This is an optimization exercise on Yosys and OpenROAD, whose aim is small area, a short achievable clock period and few clock cycles, not a production implementation. Only simulation tests tie the RTL to the original design; equivalence was not proved. Power figures rest on the tool's default switching activity, not on a simulated workload.

## maple
## ooo_core
module ooo_core
(
	input  logic                   clk,
	input  logic                   rst_n,
	input  logic                   issue,
	input  logic [3:0]             op,
	input  logic [$clog2(8)-1:0]  rs1,
	input  logic [$clog2(8)-1:0]  rs2,
	input  logic [$clog2(8)-1:0]  rd,
	input  logic [16-1:0] imm,
	output logic                   dispatch_stall,
	output logic                   commit_valid,
	output logic [$clog2(8)-1:0]  commit_rd,
	output logic [16-1:0] commit_data
);
clock: 14.0 ns
lec_check: 0
cap_margin: 20
core_margin: 2
core_utilization: 40
place_density: 0.6
slew_margin: 20
standard.sh (not shown) runs the stock make flow with config.mk's settings and CLKGATE_MAP_FILE= SYNTH_SCRIPT=/design/flow/synth_recipe.tcl, a recipe that flattens the netlist after the stock synthesis.
==> flow/flow/run.sh <==
#!/bin/bash
# The standard layout (standard.sh runs the standard flow's own ORFS make), with the
# resizer asked to repair setup timing to a margin beyond the clock period,
# so that it sizes the critical paths, and the ports buffered with a small
# buffer that the resizer upsizes where timing needs it.
set -euo pipefail
bash standard.sh SETUP_SLACK_MARGIN=10.3 'BUFFER_PORTS_ARGS=-buffer_cell sky130_fd_sc_hd__buf_1' 'CTS_ARGS=-sink_clustering_enable -repair_clock_nets -dont_use_dummy_load -root_buf sky130_fd_sc_hd__clkbuf_16 -buf_list sky130_fd_sc_hd__clkbuf_8' finish > orfs_make.log 2>&1
maple completed; timing, DRC and antenna clean
Testbench counts of maple, summed over its fixed seeds: cycles 24,016.
[inputs] amber vs maple
# maple
export LEC_CHECK = 0
export CAP_MARGIN = 20
export CORE_MARGIN = 2
export CORE_UTILIZATION = 40
export PLACE_DENSITY = 0.6
export SLEW_MARGIN = 20
create_clock -name core_clock -period 14.0 [get_ports {clk}]
# amber
export LEC_CHECK = 0
export CAP_MARGIN = 20
export CORE_MARGIN = 2
export CORE_UTILIZATION = 70
export PLACE_DENSITY = 0.8
export SLEW_MARGIN = 20
create_clock -name core_clock -period 14.0 [get_ports {clk}]
--- a/flow/flow/run.sh
+++ b/flow/flow/run.sh
@@ -7 +7 @@
-bash standard.sh SETUP_SLACK_MARGIN=10.3 'BUFFER_PORTS_ARGS=-buffer_cell sky130_fd_sc_hd__buf_1' 'CTS_ARGS=-sink_clustering_enable -repair_clock_nets -dont_use_dummy_load -root_buf sky130_fd_sc_hd__clkbuf_16 -buf_list sky130_fd_sc_hd__clkbuf_8' finish > orfs_make.log 2>&1
+bash standard.sh SETUP_SLACK_MARGIN=10.3 'BUFFER_PORTS_ARGS=-buffer_cell sky130_fd_sc_hd__buf_1' 'CTS_ARGS=-sink_clustering_enable -repair_clock_nets -dont_use_dummy_load -root_buf sky130_fd_sc_hd__clkbuf_16 -buf_list sky130_fd_sc_hd__clkbuf_8 -sink_clustering_size 12 -sink_clustering_max_diameter 50' 'RECOVER_POWER=100' finish > orfs_make.log 2>&1
- Complete run, failing final checks: amber, reason max-capacitance violations, max-slew violations.
- On relative area of clock buffers and inverters in the final design, amber tracks maple almost exactly.
- Launching instance or port of the critical path = commit_rd[1]$_DFF_P_: maple; launching instance or port of the critical path = ex_b[5]$_DFF_P_: amber
- Between maple and amber, the endpoint arrival time on the critical path is higher for amber.
- amber improves on maple in global-route wire length before repair.

---

## lane 1
Another version of the RTL of ooo_core (not shown whole).
For scale: ~180 flip-flops, roughly 53 I/O pins.
==> flow/config.mk <==
export PLATFORM = sky130hd
export DESIGN_NAME = ooo_core
export DESIGN_NICKNAME = ooo_core
export VERILOG_FILES = /design/flow/design.v
export SDC_FILE = /design/flow/constraint.sdc
export NUM_CORES = 4
export LEC_CHECK = 0
export CAP_MARGIN = 20
export CORE_MARGIN = 2
export CORE_UTILIZATION = 70
export PLACE_DENSITY = 0.8
export SLEW_MARGIN = 20
==> flow/constraint.sdc <==
create_clock -name core_clock -period 14.0 [get_ports {clk}]
set_input_delay 2.8000 -clock core_clock [delete_from_list [all_inputs] [get_ports {clk}]]
set_output_delay 2.8000 -clock core_clock [all_outputs]
set_load 0.01 [all_outputs]
==> flow/flow/run.sh <==
#!/bin/bash
# The standard layout (standard.sh runs the standard flow's own ORFS make), with the
# resizer asked to repair setup timing to a margin beyond the clock period,
# so that it sizes the critical paths, and the ports buffered with a small
# buffer that the resizer upsizes where timing needs it.
set -euo pipefail
bash standard.sh SETUP_SLACK_MARGIN=10.36 'BUFFER_PORTS_ARGS=-buffer_cell sky130_fd_sc_hd__buf_1' 'CTS_ARGS=-sink_clustering_enable -repair_clock_nets -dont_use_dummy_load -root_buf sky130_fd_sc_hd__clkbuf_16 -buf_list sky130_fd_sc_hd__clkbuf_8 -sink_clustering_size 12 -sink_clustering_max_diameter 50' finish > orfs_make.log 2>&1
Looking at the reports, lane 1 completed the entire flow and the layout it produced met the timing, DRC and antenna checks.
Testbench counts of lane 1, summed over its fixed seeds: cycles 24,016.
For lane 2, these inputs were changed with respect to lane 1:
==> flow/flow/run.sh <==
#!/bin/bash
# The standard layout (standard.sh runs the standard flow's own ORFS make), with the
# resizer asked to repair setup timing to a margin beyond the clock period,
# so that it sizes the critical paths, and the ports buffered with a small
# buffer that the resizer upsizes where timing needs it.
set -euo pipefail
bash standard.sh SETUP_SLACK_MARGIN=10.3 'BUFFER_PORTS_ARGS=-buffer_cell sky130_fd_sc_hd__buf_1' 'CTS_ARGS=-sink_clustering_enable -repair_clock_nets -dont_use_dummy_load -root_buf sky130_fd_sc_hd__clkbuf_16 -buf_list sky130_fd_sc_hd__clkbuf_8 -sink_clustering_size 12 -sink_clustering_max_diameter 50' finish > orfs_make.log 2>&1
[summary]
- Combinational power went down by a few percent going from lane 1 to lane 2.
- Diff lane 1 -> lane 2: HPWL after detailed placement fell 3.4%; detail-routed net length per standard cell lost 4.6%; final area fell by 110 sq um; register-to-register slack moved down; buffers plus inverters on the worst setup path now smaller.
- Delta (lane 2 minus lane 1): wire length fell by 4.7%; overall power after layout fell by 13 uW; area share of and/or/nand/nor cells after synthesis did not really move; worst setup slack rose 0.013 ns.
- A endpoint of the worst setup timing path of regs[2][11]$_DFFE_PP_ is what lane 2 shows, while regs[7][15]$_DFFE_PP_ belongs to lane 1.
- For lane 2, the timing startpoint of the critical path was ex_sel1[2]$_DFF_P_, unlike lane 1, where it was rst_n.
- Diff lane 1 and lane 2: sequential share of layout area higher in lane 2

[port drivers added, routing unchanged]
In the flow no input, the clock included, has a driving cell. The finished layouts below were timed again as built, in two steps.
Step 1 sets driving cells, clkbuf_16 on the clock port and buf_2 on the other inputs (assumed; they add their load-dependent delay and slew).
Step 2 adds t to the input delays and takes it off the output delays; t is the mean of the earliest and latest rising clock arrival at the registers after step 1. Input paths then give back, and output paths get back, about the clock's delay inside the block.
Slacks: ideal / step 1 / step 2; pairs: ideal / step 1.
run	t (ns)	setup slack, ns	hold slack, ns	worst register clock-pin slew, ns
maple	0.429	10.336 / 10.289 / 10.080	0.370 / 0.370 / 0.370	0.13 / 0.13
amber	0.420	9.306 / 9.306 / 9.306	0.368 / 0.368 / 0.368	0.09 / 0.09
lane 1	0.411	10.273 / 10.281 / 9.870	0.390 / 0.390 / 0.390	0.09 / 0.09
lane 2	0.418	10.287 / 10.281 / 9.965	0.366 / 0.366 / 0.366	0.10 / 0.10
For lane 1, which loses most, drivers alone change the setup slack by +0.008 ns; drivers and shift together by -0.403 ns.
